This is an optimization exercise on Yosys and OpenROAD, whose aim is small area, not a production implementation. The RTL was checked by simulation tests, not by an equivalence proof against the original design. Power is estimated from default activity; no workload was simulated.

==> flow/design.v <==
package ippc_pkg;
  localparam logic [2:0] ST_Q = 3'b000;
  localparam logic [2:0] ST_N = 3'b001;
  localparam logic [2:0] ST_A = 3'b011;
  localparam logic [2:0] ST_B = 3'b101;
  localparam logic [2:0] ST_P = 3'b111;
  function automatic logic [5:0] grp_enc(input logic [11:0] s);
    grp_enc[0] = (s[6] && !s[8] && !s[9]) || (!s[2] && !s[3] && !s[6] && s[9] && !s[10]) || (s[3] && !s[4] && !s[9]) || (s[3] && !s[4] && !s[5] && s[10]) || (s[4] && s[9] && !s[10]) || (s[7]) || (!s[3] && !s[10] && s[11]) || (s[5] && !s[10] && !s[11]) || (s[2] && s[10] && !s[11]);
    grp_enc[1] = !((!s[7] && !s[9]) || (!s[2] && !s[3] && s[9] && !s[10] && !s[11]) || (!s[2] && s[3] && !s[4] && s[11]) || (s[2] && !s[3] && s[11]) || (s[4] && !s[10] && !s[11]));
    grp_enc[2] = (s[6] && !s[8]) || (s[5]) || (s[3] && !s[4] && s[11]) || (s[7]) || (s[1] && !s[3] && !s[8] && !s[9]);
    grp_enc[3] = (s[0] && !s[2] && !s[3] && !s[8]) || (!s[0] && s[3] && !s[4] && !s[5]) || (s[1]) || (s[5] && s[6]) || (!s[0] && s[8]) || (s[2] && !s[6] && !s[9]);
    grp_enc[4] = (s[0] && !s[1] && !s[3] && !s[8]) || (s[2]) || (s[4]) || (s[5]) || (s[1] && !s[6] && !s[9]);
    grp_enc[5] = !((!s[0]) || (!s[1] && !s[2] && !s[3] && !s[8]));
  endfunction
  function automatic logic [11:0] grp_dec(input logic [5:0] c);
    grp_dec[0] = (c[5]) || (c[3] && c[4]);
    grp_dec[1] = !((!c[5]) || (!c[3]) || (c[0] && c[2] && c[4]) || (!c[0] && !c[1] && !c[2] && c[4]));
    grp_dec[2] = !((!c[5]) || (!c[4]) || (!c[1] && c[2] && c[3]));
    grp_dec[3] = !((!c[3] && !c[4] && !c[5]) || (!c[3] && c[4] && c[5]) || (c[3] && !c[4] && c[5]) || (c[3] && c[4] && !c[5]) || (!c[0] && !c[1] && !c[2] && !c[4]) || (!c[0] && !c[1] && c[4] && c[5]));
    grp_dec[4] = (!c[2] && !c[3] && c[4] && !c[5]) || (c[0] && c[2] && c[3] && c[4] && c[5]);
    grp_dec[5] = (c[2] && !c[3] && c[4] && !c[5]) || (c[0] && c[2] && c[3] && c[4] && c[5]);
    grp_dec[6] = !((c[1] && !c[2]) || (c[0] && !c[2]) || (!c[3] && c[4] && !c[5]) || (!c[0] && c[3] && c[4] && c[5]) || (!c[2] && !c[3] && !c[5]) || (!c[2] && c[4] && !c[5]) || (!c[0] && !c[1] && c[2] && c[3] && !c[4] && !c[5]) || (!c[0] && !c[1] && c[2] && !c[3] && !c[4] && c[5]));
    grp_dec[7] = !((!c[2]) || (!c[1]) || (!c[0]) || (!c[3] && c[4] && !c[5]));
    grp_dec[8] = (!c[0] && !c[1] && !c[2] && !c[3] && c[5]) || (!c[0] && !c[1] && !c[2] && c[3] && !c[4]) || (c[0] && c[1] && c[2] && c[3] && !c[4] && !c[5]);
    grp_dec[9] = !((!c[0] && !c[1] && !c[2]) || (c[0] && !c[1] && c[2]) || (c[0] && c[2] && c[5]) || (!c[1] && c[3] && c[4] && c[5]) || (c[0] && c[2] && c[3] && c[4]) || (c[0] && c[2] && !c[3] && !c[4]) || (!c[1] && !c[2] && c[3] && !c[4] && !c[5]) || (!c[1] && !c[2] && !c[3] && !c[4] && c[5]));
    grp_dec[10] = (!c[0] && c[1] && c[4] && !c[5]) || (!c[0] && c[1] && !c[3] && !c[5]) || (!c[0] && c[1] && c[3] && !c[4] && c[5]) || (c[0] && c[1] && !c[2] && c[4] && c[5]) || (c[0] && c[1] && !c[3] && !c[4] && c[5]) || (c[0] && c[1] && !c[2] && c[3] && !c[4] && !c[5]) || (!c[0] && !c[1] && c[2] && !c[3] && c[4] && c[5]);
    grp_dec[11] = !((!c[0] && !c[2]) || (c[0] && c[2]) || (!c[1] && c[3] && c[4]) || (c[1] && !c[3] && c[5]) || (!c[1] && !c[2] && !c[5]) || (!c[1] && c[3] && c[5]) || (c[1] && c[3] && !c[4] && !c[5]) || (c[0] && !c[3] && !c[4] && c[5]) || (!c[2] && c[3] && c[4] && c[5]) || (!c[1] && !c[3] && !c[4] && !c[5]) || (c[1] && c[2] && !c[3] && c[4]));
  endfunction
endpackage
module isolated_plus_pattern_counter (
  input  logic        clk,
  input  logic        rst,
  input  logic        psel,
  input  logic        penable,
  input  logic        pwrite,
  input  logic [2:0]  paddr,
  input  logic [31:0] pwdata,
  output logic [31:0] prdata,
  output logic        pready,
  input  logic        in_valid,
  output logic        in_ready,
  input  logic        cell_is_one,
  output logic        out_valid,
  input  logic        out_ready,
  output logic [19:0] plus_count
);
  logic [10:0] grid_rows;
  logic [10:0] grid_cols;
  logic        cfg_write;
  assign pready    = 1'b1;
  assign cfg_write = psel && penable && pwrite;
  always_ff @(posedge clk) begin
    if (rst) begin
      grid_rows <= 11'd1024;
      grid_cols <= 11'd1024;
    end else if (cfg_write) begin
      if (paddr[2]) grid_cols <= pwdata[10:0];
      else          grid_rows <= pwdata[10:0];
    end
  end
  assign prdata = {21'd0, paddr[2] ? grid_cols : grid_rows};
  logic [9:0]  col_last;
  logic [10:0] row_count;
  always_comb begin
    if (grid_cols[10])            col_last = 10'h3ff;
    else if (grid_cols[9:0] == 0) col_last = 10'd0;
    else                          col_last = grid_cols[9:0] - 10'd1;
    if (grid_rows[10])            row_count = 11'd1024;
    else if (grid_rows[9:0] == 0) row_count = 11'd1;
    else                          row_count = grid_rows;
  end
  logic [9:0] col;
  logic [9:0] row;
  logic [10:0] row_inc;
  logic       pend;
  logic       accept;
  logic       at_last_col;
  logic       at_last_row;
  logic       at_first_row;
  logic       frame_end;
  logic [1:0] k;         
  logic       col_ge2;
  assign at_last_col  = col == col_last;
  assign row_inc      = {1'b0, row} + 11'd1;
  assign at_last_row  = row_inc == row_count;
  assign at_first_row = row == 10'd0;
  assign frame_end    = at_last_col && at_last_row;
  assign k            = col_last[1:0] - col[1:0];
  assign col_ge2      = col[9:1] != 9'd0;
  always_ff @(posedge clk) begin
    if (rst || cfg_write) begin
      col <= '0;
      row <= '0;
    end else if (accept) begin
      if (at_last_col) begin
        col <= '0;
        row <= at_last_row ? 10'd0 : row_inc[9:0];
      end else begin
        col <= col + 10'd1;
      end
    end
  end
  logic [7:1] w;
  always_ff @(posedge clk) begin
    if (rst || cfg_write) begin
      w <= '0;
    end else if (accept) begin
      if (at_last_col) w <= '0;
      else             w <= {w[6:1], cell_is_one};
    end
  end
  localparam int NSEG = 8;
  logic [5:0]  st_head;
  logic [5:0]  seg_in [NSEG+1];
  logic [5:0]  st_out;
  logic        st_shift;
  logic [5:0]  st_new;
  always_ff @(posedge clk) begin
    if (st_shift) st_head <= st_new;
  end
  assign seg_in[NSEG] = st_head;
  for (genvar i = NSEG - 1; i >= 0; i--) begin : g_seg
    localparam int LEN = 1 << i;
    logic [6*LEN-1:0] sr;
    always_ff @(posedge clk) begin
      if (st_shift) begin
        if (LEN == 1) sr <= seg_in[i+1];
        else          sr <= {sr[6*LEN-7:0], seg_in[i+1]};
      end
    end
    assign seg_in[i] = col_last[2+i] ? sr[6*LEN-1 -: 6] : seg_in[i+1];
  end
  assign st_out = seg_in[0];
  logic [11:0] old_grp;
  assign old_grp = at_first_row ? 12'h000 : ippc_pkg::grp_dec(st_out);
  function automatic logic [3:0] step(input logic [2:0] s, input logic a, input logic b,
                                      input logic c, input logic d, input logic e,
                                      input logic last_row);
    logic t, h, hit;
    logic [2:0] ns;
    t = !b && c && !d;
    h = !a && b && c && d && !e;
    hit = 1'b0;
    if (!c) begin
      ns  = ippc_pkg::ST_Q;
      hit = s == ippc_pkg::ST_B;
    end else if (s == ippc_pkg::ST_P && t) begin
      ns  = ippc_pkg::ST_B;
      hit = last_row;
    end else if (s == ippc_pkg::ST_A && h) begin
      ns  = ippc_pkg::ST_P;
    end else if (s == ippc_pkg::ST_Q && t) begin
      ns  = ippc_pkg::ST_A;
    end else begin
      ns  = ippc_pkg::ST_N;
    end
    step = {hit, ns};
  endfunction
  logic [7:0]  win;        
  logic [3:0]  upd [4];
  logic [11:0] grp_new;
  logic [2:0]  hits;
  assign win = at_last_col ? {w[5:1], cell_is_one, 2'b00} : {w, cell_is_one};
  for (genvar g = 0; g < 4; g++) begin : g_upd
    assign upd[g] = step(old_grp[3*g +: 3], win[7-g], win[6-g], win[5-g], win[4-g], win[3-g],
                         at_last_row);
  end
  assign st_shift = accept && (at_last_col || (col_ge2 && k == 2'd2));
  assign grp_new  = {upd[3][2:0], upd[2][2:0], upd[1][2:0], upd[0][2:0]};
  assign st_new   = ippc_pkg::grp_enc(grp_new);
  assign hits     = st_shift ? 3'(upd[0][3]) + 3'(upd[1][3]) + 3'(upd[2][3]) + 3'(upd[3][3])
                             : 3'd0;
  logic [17:0] count;
  logic        hold_in;
  logic        taken;
  logic        valid_next;
  assign plus_count = {2'b00, count};
  assign in_ready   = !hold_in;
  assign accept     = in_valid && !hold_in;
  assign taken      = out_valid && out_ready;
  always_comb begin
    if (out_valid) valid_next = !taken || pend || (accept && frame_end);
    else           valid_next = accept && frame_end;
  end
  always_ff @(posedge clk) begin
    if (rst) begin
      count     <= '0;
      pend      <= 1'b0;
      out_valid <= 1'b0;
      hold_in   <= 1'b0;
    end else begin
      out_valid <= valid_next;
      hold_in   <= valid_next && !out_ready;
      if (out_valid) begin
        if (taken) begin
          count <= '0;
          pend  <= 1'b0;
        end else if (accept && frame_end) begin
          pend  <= 1'b1;
        end
      end else if (cfg_write) begin
        count <= '0;
      end else if (accept) begin
        count <= count + 18'(hits);
      end
    end
  end
endmodule
==> flow/flow/run.sh <==
#!/bin/bash
set -euo pipefail
export CTS_ARGS="-sink_clustering_enable -repair_clock_nets -sink_clustering_size 18 -sink_clustering_max_diameter 60 -buf_list sky130_fd_sc_hd__clkbuf_8 -dont_use_dummy_load"
export BUFFER_PORTS_ARGS="-buffer_cell sky130_fd_sc_hd__buf_1"
bash standard.sh > standard.log 2>&1
==> flow/standard.sh <==
#!/bin/bash
# synth_recipe.tcl (not shown) runs the flow's synth.tcl, then flattens the netlist and writes it again
# the make line also repeats each setting of config.mk as NAME=value (left out here)
make -C /OpenROAD-flow-scripts/flow DESIGN_CONFIG=/design/flow/config.mk WORK_HOME=/design/flow/orfs CLKGATE_MAP_FILE= SYNTH_SCRIPT=/design/flow/synth_recipe.tcl "${@:-finish}"
==> flow/config.mk <==
export PLATFORM = sky130hd
export DESIGN_NAME = isolated_plus_pattern_counter
export DESIGN_NICKNAME = isolated_plus_pattern_counter
export VERILOG_FILES = /design/flow/design.v
export SDC_FILE = /design/flow/constraint.sdc
export NUM_CORES = 4
export LEC_CHECK = 0
export ABC_AREA = 1
export CAP_MARGIN = 20
export CORE_MARGIN = 2
export CORE_UTILIZATION = 60
export SLEW_MARGIN = 20
==> flow/constraint.sdc <==
create_clock -name core_clock -period 8.0 [get_ports {clk}]
set_input_delay 1.6000 -clock core_clock [delete_from_list [all_inputs] [get_ports {clk}]]
set_output_delay 1.6000 -clock core_clock [all_outputs]
set_load 0.01 [all_outputs]
==> reports/metrics.csv, run 1 <==
metric;value;unit
powerDensity;228;mW/mm2
max_cap_viol_count;0;
antenna_found_initial;6;
fin_cells;3957;
syn_area_per_cell;19.9;um2
finalSetupViolations;0;
finalCritPeriodShare;0.901;
nets;2857;
worstMarginPinSlew;1.07;ns
cts_made_buffers;108;
drt_iter0_drc;2151;
drc;0;
slowest_delay;0.50;ns
rsz0062_at_grt;false;
dp_slack;0.771;ns
layout-drive-gt1-share;0.0876;
ys_types;53;
maxSlewViolCount;0;
clockRootBuffer;clkbuf_8;
status;complete, no violations;
syn-instance-count;2653;
placed_cell_area;0.0545;mm2
dp_hpwl;45100;um
grt_overflow_total;0;
clock-sinks;1606;
skew;0.107;ns
ys_seq_elements;1606;
cp-end-kind;register;
design.die.area;0.0905;mm2
coreArea;0.0870;mm2
post_cts_buffers;0;
yosysSeqAreaShare;0.899;
io_buffers;50;
die_h;301;um
syn_to_final_growth;5.96;%
clkTransAtPathRegs;0.10;ns
rows;108;
grtUsageTotal;0.173;
utilization;0.643;
wl_per_cell;19.5;um
seq_area;0.0475;mm2
synthesis.area;0.0528;mm2
synth_ff_type;edfxtp_1;
p_total;12.8;mW
io_pins;98;
irDropWorstVdd;0.159;mV
first_global_vias;20400;
async_reset_ff_frac;0;
start_util;0.607;
wl;77300;um
drt.antenna.violating_nets;0;
worstPathArrival;7.89;ns
synth_edf_count;1536;
yosysWarnings;3;
holdBufCountCts;0;
post_cts_resize_count;0;
crit_fanout;11;
dr.pass1.iters;5;
fin_area;0.0560;mm2
fmax;139;MHz
hold_viol_final;0;
fill_cells;5742;
cts_buffer_depth;3;
htreeDepth;3;
die-width;301;um
path_class;reg -> reg;
worst_slack;0.793;ns
cts_tree;done;
grt_max_degree;233;
vias_per_cell;5.39;
dpl.cell_count;3843;
critPathRequiredTime;8.68;ns
grt_pass1_wl;119000;um
startpoint_type;register;
relSlewSlack;0.287;
cp_slowest_cell;fa_1;
place_congestion;0.809;
hold_class;reg -> reg;
vias;21300;
clkLatencyLatePin;0.77;ns
finalCriticalPeriod;7.21;ns
power.leakage;15.8;nW
multi_input_area;0.00455;mm2
[layer usage]
metal	vias up	GRT usage	wire [um]
li1	10000	-	-
met1	10700	0.288	39100
met2	440	0.234	32200
met3	112	0.0322	4230
met4	0	0.0502	1750
met5	-	0	0
[worst paths after layout]
path | startpoint | to | slack, ns | depth (start not counted)
max | grid_cols[1]$_SDFFE_PP0P_ | count[17]$_SDFFE_PP0P_ | 0.79 | 41
min | g_seg[4].sr[7]$_DFFE_PP_ | g_seg[4].sr[13]$_DFFE_PP_ | 0.36 | 0
max reg2reg | grid_cols[1]$_SDFFE_PP0P_ | count[17]$_SDFFE_PP0P_ | 0.79 | 41
min reg2reg | g_seg[4].sr[7]$_DFFE_PP_ | g_seg[4].sr[13]$_DFFE_PP_ | 0.36 | 0
[cell families after synthesis]
family                   synth area share
AO/OA/AOI/OAI                      0.0173
buffers and inverters              0.0173
other                            0.000142
adder cells (fa/ha/maj)           0.00384
XOR/XNOR                          0.00511
AND/OR/NAND/NOR                    0.0569
flip-flops                          0.899
[cell type report]
cell class | instances | share of cell area
well taps | 1155 | 0.0258
inverters | 152 | 0.0102
multi-input cells | 862 | 0.0812
clock buffers | 108 | 0.0265
repair buffers | 69 | 0.00715
flip-flops and latches | 1606 | 0.849
diodes | 5 | 0.000223
[cells in the final DEF, fill, tap and decap left out, types with 3 or more instances in the layout]
| cell type | count |
|---|---|
| and2_1 | 5 |
| nand2_2 | 18 |
| nand3_2 | 10 |
| nor2_4 | 3 |
| or2_2 | 28 |
| nor2_2 | 8 |
| nor3b_1 | 3 |
| nand2_1 | 258 |
| nand4_1 | 16 |
| dfxtp_1 | 70 |
| o21ai_0 | 52 |
| conb_1 | 24 |
| xor2_1 | 28 |
| nor4_1 | 4 |
| nand3b_1 | 3 |
| inv_1 | 124 |
| o21ai_4 | 3 |
| a21oi_4 | 3 |
| or2_1 | 7 |
| clkbuf_8 | 108 |
| nor3_1 | 18 |
| a211oi_1 | 7 |
| a21oi_1 | 70 |
| nor3_2 | 3 |
| inv_2 | 26 |
| buf_12 | 4 |
| o21ai_1 | 7 |
| ha_1 | 12 |
| edfxtp_1 | 1536 |
| diode_2 | 5 |
| nor2_1 | 98 |
| nand3_1 | 145 |
| buf_4 | 14 |
| buf_1 | 50 |
[synthesized netlist by cell type, drive strengths merged (2+ instances only)]
master | instances | area share
conb | 2 | 0.00014
nor2 | 109 | 0.0084
dfxtp | 70 | 0.027
a21oi | 73 | 0.0076
nand4 | 16 | 0.0019
buf | 35 | 0.0051
xor2 | 29 | 0.0049
clkbuf | 20 | 0.0014
nand2 | 279 | 0.021
o211ai | 2 | 0.00028
inv | 151 | 0.011
nor4 | 6 | 0.0013
and2 | 5 | 0.00059
nor3b | 4 | 0.00066
o31ai | 2 | 0.00028
nand3b | 3 | 0.00043
nor3 | 21 | 0.0021
a31o | 2 | 0.00033
or2 | 35 | 0.0041
edfxtp | 1536 | 0.87
a211oi | 7 | 0.00099
o22ai | 2 | 0.00024
o21ai | 63 | 0.0067
nand3 | 157 | 0.016
ha | 13 | 0.0031
fa | 2 | 0.00076
[through the flow]
stage / TNS [ns] / hold WS (ns)
finish: 0 / 0.358
global placement: 0 / 0.400
floorplan: -783.40 / 0.400
detailed placement: 0 / 0.405
CTS: 0 / 0.363
global route: 0 / 0.352
[registers in the layout (all words and copies together) (netlist names)]
register and count:
hold_in 1, g_seg.sr 1530, count 18, col 10, pend 1, st_head 6
row 10, w 7, out_valid 1, grid_cols 11, grid_rows 11
[report_power, final]
part           leakage (nW)  switching (mW)  internal (mW)
Combinational          2.67           0.163         0.0486
Clock                 0.777            2.21           1.21
Sequential             12.4          0.0187           9.13
[worst max-delay path: cells and delay by family, from the launching register on]
kind | cells | cell delay, ns
buffers and inverters | 5 | 0.60
AO/OA/AOI/OAI | 4 | 0.87
flip-flops | 1 | 0.39
AND/OR/NAND/NOR | 27 | 3.80
adder cells (fa/ha/maj) | 5 | 1.46
==> run 2: changes to the inputs <==
--- a/flow/config.mk
+++ b/flow/config.mk
@@ -5,8 +5,8 @@
 export SDC_FILE = /design/flow/constraint.sdc
 export NUM_CORES = 4
 export LEC_CHECK = 0
-export ABC_AREA = 1
 export CAP_MARGIN = 20
 export CORE_MARGIN = 2
 export CORE_UTILIZATION = 60
+export GPL_TIMING_DRIVEN = 0
 export SLEW_MARGIN = 20
==> reports/metrics.csv, run 2 <==
metric;value;unit;change
clock-sinks;1606;;unchanged
netlist.top_cell.by_area;edfxtp_1;;
status;complete, no violations;;
wl_per_cell;19.5;um;about the same
dr_wl_met2;32400;um;+0.62%
layout-drive-gt1-share;0.107;;+0.0198
path_class;reg -> reg;;
finalSetupViolations;0;;unchanged
start_util;0.607;;about the same
ys_types;100;;+89%
finalCriticalPeriod;7.50;ns;+0.296 ns
worst_path_most_repeated_cell;ha_1;;
relSlewSlack;0.260;;-0.0271
largest_reg_flops;1530;;unchanged
hold_class;reg -> reg;;
dp_hpwl;46400;um;+2.9%
die-width;301;um;about the same
fmax;133;MHz;-3.9%
post_cts_buffers;0;;unchanged
grt_pass1_wl;118000;um;-0.25%
clkLatencyLatePin;0.78;ns;about the same
die_h;301;um;about the same
async_reset_ff_frac;0;;unchanged
mostFrequentLayoutCell;edfxtp_1;;
place_congestion;0.830;;+2.6%
slowest_delay;0.54;ns;+0.04 ns
rsz0062_at_grt;false;;
max_cap_viol_count;0;;unchanged
antenna_found_initial;3;;-3
vias_per_cell;5.56;;+3.1%
design.die.area;0.0904;mm2;about the same
cp_num_buf_inv;5;;unchanged
top_register;g_seg.sr;;
final_cell_mix;edfxtp_1, nand2_1, clkbuf_8;;
seq_area;0.0475;mm2;about the same
skew;0.0768;ns;-0.0297 ns
grt_max_degree;30;;-87%
multi_input_area;0.00490;mm2;+7.7%
crit_fanout;10;;-1
cp-end-kind;register;;
top_layer;met4;;
tns;0;ns;unchanged
yosysMostFrequentCell;edfxtp_1;;
maxSlewViolCount;0;;unchanged
cts_made_buffers;107;;-0.93%
synth_ff_type;edfxtp_1;;
drt.antenna.violating_nets;0;;unchanged
synth_top_area_share;0.873;;about the same
drt-met1-wl;37600;um;-3.7%
synth_top_family_by_area;simple AND/OR/NAND/NOR gates;;
yosysSeqAreaShare;0.900;;about the same
htreeDepth;3;;unchanged
power.leakage;16.1;nW;+1.5%
worstMarginPinSlew;1.10;ns;+0.0305 ns
vias;21500;;+1.0%
yosysWarnings;3;;unchanged
ys_top_cells_by_area;edfxtp_1, dfxtp_1, nand2_1;;
syn_area_per_cell;21.4;um2;+7.3%
p_total;12.7;mW;-0.47%
cp_slowest_cell;a211oi_1;;
first_global_vias;20900;;+2.1%
ys_seq_elements;1606;;unchanged
critPathRequiredTime;8.67;ns;about the same
nets;2780;;-2.7%
syn-instance-count;2470;;-6.9%
rows;108;;unchanged
startpoint_type;register;;
fill_cells;5522;;-3.8%
synthesis.area;0.0528;mm2;about the same
synth_mux_area_frac;0.00481;;+0.00481
synthTopCellsByCount;edfxtp_1, nand2_1, nor2_1;;
io_buffers;49;;-2.0%
clockRootBuffer;clkbuf_8;;
finalCritPeriodShare;0.938;;+0.0370
wl;75700;um;-2.1%
met3_length;3500;um;-17%
drc;0;;unchanged
critPathTopFamily;compound AO/OA/AOI/OAI gates;;
powerDensity;219;mW/mm2;-3.9%
irDropWorstVdd;0.193;mV;+21%
dr.pass1.iters;5;;unchanged
syn_to_final_growth;9.86;%;
hold_viol_final;0;;unchanged
largest_registers;g_seg.sr: 1530 flops, count: 18 flops;;
cts_tree;done;;
worstPathArrival;8.17;ns;+0.28 ns
cts_buffer_depth;3;;unchanged
grtUsageTotal;0.170;;-0.00275
drt_iter0_drc;1699;;-21%
synth-simple-area-share;0.0378;;-0.0191
coreArea;0.0870;mm2;unchanged
io_pins;98;;unchanged
synth-compound-area-share;0.0375;;+0.0202
synth_fa_ha_area_frac;0.00384;;about the same
synth_edf_count;1536;;unchanged
grt_overflow_total;0;;unchanged
clkTransAtPathRegs;0.11;ns;about the same
synth-xor-area-share;0.00547;;+0.000359
-- run 2: changes by cell type in the layout (fill, tap and decap cells not counted), sizes merged, moves of 15 or more --
cell	before	now
clkbuf	108	137
inv	151	31
nand3	157	41
nor2	109	90
buf	69	168
xnor2	1	16
or2	35	12
nand2	279	121
mux2	0	16
-- run 2: path summary, 6_finish.rpt --
| kind | from | end | slack (ns) | cells after the start |
|---|---|---|---|---|
| hold reg to reg | g_seg[5].sr[134]$_DFFE_PP_ | g_seg[5].sr[140]$_DFFE_PP_ | 0.38 | 0 |
| setup reg to reg | grid_cols[0]$_SDFFE_PP0P_ | count[17]$_SDFFE_PP0P_ | 0.50 | 33 |
| setup / recovery | grid_cols[0]$_SDFFE_PP0P_ | count[17]$_SDFFE_PP0P_ | 0.50 | 33 |
| hold / removal | g_seg[5].sr[134]$_DFFE_PP_ | g_seg[5].sr[140]$_DFFE_PP_ | 0.38 | 0 |
-- run 2: logic make-up after synthesis --
family	after synthesis
fa+ha+maj	15
buf+inv	110
xor+xnor	33
compound gates	282
other cells	2
simple gates	399
flops	1606
mux	23
-- run 2: metrics by stage --
| step | utilization | setup slack, ns | hold slack [ns] | instances | cell area, um2 |
|---|---|---|---|---|---|
| 6_report | 0.667 | 0.497 | 0.378 | 3876 | 58000 |
| 2_1_floorplan | - | -24.00 | 0.400 | 2492 | 53000 |
| 5_1_grt | 0.667 | 0.0478 | 0.385 | 3876 | 58000 |
| 3_3_place_gp | 0.628 | -32.18 | 0.401 | 3696 | 54600 |
| 3_5_place_dp | 0.649 | 0.297 | 0.405 | 3768 | 56500 |
| 4_1_cts | 0.666 | 0.278 | 0.382 | 3875 | 58000 |
-- run 2: final cells by class --
type,instances,share of cell area
plain buffers,77,0.00779
clock buffers,107,0.0254
repair buffers,121,0.0360
multi-input cells,776,0.0844
well taps,1155,0.0249
inverters,33,0.00222
flip-flops and latches,1606,0.819
diodes,1,0.0000431
-- run 2: metal layers --
| layer | vias to the layer above | global-route usage |
|---|---|---|
| met5 | - | 0 |
| li1 | 10100 | - |
| met1 | 10900 | 0.278 |
| met2 | 427 | 0.235 |
| met4 | 0 | 0.0521 |
| met3 | 126 | 0.0313 |
-- run 2: what timing repair did --
action / CTS / global route
resized for setup: 0 / 5
hold buffers: 0 / 0
setup endpoints to repair: 0 / 5
-- run 2: report_power, final --
| part | switching [mW] | total [mW] | internal, mW |
|---|---|---|---|
| Combinational | 0.130 | 0.199 | 0.0685 |
| Clock | 2.20 | 3.39 | 1.20 |
| Sequential | 0.0136 | 9.12 | 9.11 |
| Total | 2.34 | 12.7 | 10.4 |
==> run 3: changes to the inputs <==
--- a/flow/config.mk
+++ b/flow/config.mk
@@ -8,5 +8,7 @@
 export CAP_MARGIN = 20
 export CORE_MARGIN = 2
 export CORE_UTILIZATION = 60
-export GPL_TIMING_DRIVEN = 0
+export CTS_BUF_LIST = sky130_fd_sc_hd__clkbuf_8
+export CTS_CLUSTER_DIAMETER = 60
+export CTS_CLUSTER_SIZE = 18
 export SLEW_MARGIN = 20
==> reports/metrics.csv, run 3 <==
metric;value;unit;change
finalCriticalPeriod;7.37;ns;-0.136 ns
reg2regPathDepth;31;;-6.1%
maxSlewViolCount;0;;unchanged
status;complete, no violations;;
cts_made_buffers;108;;+0.93%
worst_slack;0.633;ns;+0.136 ns
path_class;reg -> reg;;
critPathRequiredTime;8.65;ns;-0.02 ns
crit_fanout;12;;+2
rows;108;;unchanged
vias_per_cell;5.57;;+0.18%
cp-end-kind;register;;
first_global_vias;19900;;-4.8%
largest_reg_flops;1530;;unchanged
cp_num_buf_inv;3;;-2
critPathTopFamily;simple AND/OR/NAND/NOR gates;;
layout-drive-gt1-share;0.0795;;-0.0279
die_h;301;um;unchanged
place_congestion;0.867;;+4.4%
largest_registers;g_seg.sr: 1530 flops, count: 18 flops;;
hold_class;reg -> reg;;
worstPathArrival;8.01;ns;-0.16 ns
clock-sinks;1606;;unchanged
wl_per_cell;19.6;um;+0.17%
yosysSeqAreaShare;0.900;;unchanged
hold_viol_final;0;;unchanged
synth_edf_count;1536;;unchanged
syn_to_final_growth;6.02;%;
dp_hpwl;41200;um;-11%
drc;0;;unchanged
holdBufCountCts;0;;unchanged
multi_input_area;0.00488;mm2;-0.38%
post_cts_buffers;0;;unchanged
worst_path_most_repeated_cell;ha_1;;
htreeDepth;3;;unchanged
synthesis.area;0.0528;mm2;unchanged
dr.pass1.iters;5;;unchanged
io_buffers;50;;+2.0%
irDropWorstVdd;0.191;mV;-1.1%
post_cts_resize_count;0;;unchanged
grt_overflow_total;0;;unchanged
relSlewSlack;0.311;;+0.0515
drt.antenna.violating_nets;0;;unchanged
tns;0;ns;unchanged
nets;2665;;-4.1%
cts_tree;done;;
fill_cells;5767;;+4.4%
cts_buffer_depth;3;;unchanged
grt_max_degree;198;;+560%
netlist.top_cell.by_area;edfxtp_1;;
clkTransAtPathRegs;0.10;ns;about the same
finalSetupViolations;0;;unchanged
ys_seq_elements;1606;;unchanged
clockRootBuffer;clkbuf_8;;
top_register;g_seg.sr;;
fmax;136;MHz;+1.8%
vias;21000;;-2.7%
grtUsageTotal;0.165;;-0.00523
synthTopCellsByCount;edfxtp_1, nand2_1, nor2_1;;
rsz0062_at_grt;false;;
finalCritPeriodShare;0.921;;-0.0170
coreArea;0.0870;mm2;unchanged
powerDensity;227;mW/mm2;+3.5%
worstMarginPinSlew;1.03;ns;-0.0671 ns
hold_depth;0;;unchanged
ys_types;100;;unchanged
max_cap_viol_count;0;;unchanged
syn_area_per_cell;21.4;um2;unchanged
mostFrequentLayoutCell;edfxtp_1;;
ys_top_cells_by_area;edfxtp_1, dfxtp_1, nand2_1;;
dp_slack;0.365;ns;+0.0676 ns
synth_top_area_share;0.873;;unchanged
design.die.area;0.0904;mm2;unchanged
slowest_delay;0.52;ns;-0.02 ns
cp_slowest_cell;or4_1;;
cp.depth;31;;-6.1%
power.leakage;15.2;nW;-5.5%
start_util;0.607;;unchanged
clkLatencyLatePin;0.78;ns;about the same
yosysWarnings;3;;unchanged
skew;0.108;ns;+0.0312 ns
synth_ff_type;edfxtp_1;;
final_cell_mix;edfxtp_1, nand2_1, clkbuf_8;;
antenna_found_initial;4;;+1
seq_area;0.0475;mm2;unchanged
startpoint_type;register;;
wl;73600;um;-2.7%
die-width;301;um;unchanged
async_reset_ff_frac;0;;unchanged
yosysMostFrequentCell;edfxtp_1;;
io_pins;98;;unchanged
drt_iter0_drc;1668;;-1.8%
syn-instance-count;2470;;unchanged
grt_pass1_wl;115000;um;-2.7%
-- run 3: path summary, 6_finish.rpt --
path	startpoint	to	slack (ns)
hold / removal	g_seg[7].sr[191]$_DFFE_PP_	g_seg[7].sr[197]$_DFFE_PP_	0.35
hold reg to reg	g_seg[7].sr[191]$_DFFE_PP_	g_seg[7].sr[197]$_DFFE_PP_	0.35
setup / recovery	grid_cols[0]$_SDFFE_PP0P_	count[17]$_SDFFE_PP0P_	0.63
setup reg to reg	grid_cols[0]$_SDFFE_PP0P_	count[17]$_SDFFE_PP0P_	0.63
-- run 3: area by class of cell --
class	count	area share
antenna	5	0.000223
clock buffer	108	0.0265
inverter	33	0.00230
multi-input combinational	776	0.0872
sequential	1606	0.849
tap	1155	0.0258
timing repair buffer	82	0.00912
-- run 3: worst reg2reg max path: cells and delay by family (launching register included) --
family          cells  cell delay, ns
flops               1            0.37
buf+inv             3            0.32
simple gates       12            2.46
compound gates     10            2.34
fa+ha+maj           6            1.76
-- run 3: metrics by stage --
stage               hold WS, ns  std cells  area [um2]   util  total power [mW]
finish                    0.355       3765       56000  0.643              12.7
floorplan                 0.400       2492       53000      -              9.50
detailed placement        0.405       3651       54500  0.626              9.48
global route              0.343       3765       56000  0.643              13.2
CTS                       0.359       3759       55900  0.643              12.9
global placement          0.400       3651       54500  0.626              9.47
-- run 3: logic make-up after synthesis --
logic type      after synthesis  synth area share
buf+inv                     110            0.0105
flops                      1606             0.900
xor+xnor                     33           0.00547
simple gates                399            0.0378
compound gates              282            0.0375
other cells                   2          0.000142
fa+ha+maj                    15           0.00384
mux                          23           0.00481
-- run 3: layer usage --
| layer | routed length, um | share of wire | global-route usage | up-vias |
|---|---|---|---|---|
| met5 | 0 | 0 | 0 | - |
| met4 | 1990 | 0.027 | 0.0507 | 0 |
| met3 | 3080 | 0.042 | 0.0301 | 129 |
| met2 | 31500 | 0.43 | 0.228 | 421 |
| met1 | 37000 | 0.50 | 0.270 | 10600 |
| li1 | - | - | - | 9808 |
-- run 3: report_power, final --
part / total, mW / internal, mW / switching, mW
combinational: 0.159 / 0.0402 / 0.118
sequential: 9.13 / 9.11 / 0.0142
clock: 3.42 / 1.21 / 2.21

## afterwards: timing with drivers on the ports
Ports are ideal in the flow. The routed layouts listed here were re-timed in OpenROAD. Step 1 sets driving cells, clkbuf_16 on the clock port and buf_2 on the other inputs (assumed; they add their load-dependent delay and slew). Step 2 adds t to the input delays and takes it off the output delays; t is the mean of the earliest and latest rising clock arrival at the registers after step 1. Input paths then give back, and output paths get back, about the clock's delay inside the block. Slacks: ideal / step 1 / step 2; pairs: ideal / step 1.
run	t, ns	setup slack, ns	hold slack, ns	worst slew at a driven data input, ns
run 1	0.773	0.793 / 0.793 / 0.793	0.358 / 0.358 / 0.358	0.16
run 2	0.799	0.497 / 0.497 / 0.497	0.378 / 0.378 / 0.378	0.09
run 3	0.794	0.633 / 0.633 / 0.633	0.355 / 0.355 / 0.355	0.11
After both steps setup and hold are still met in every run listed.
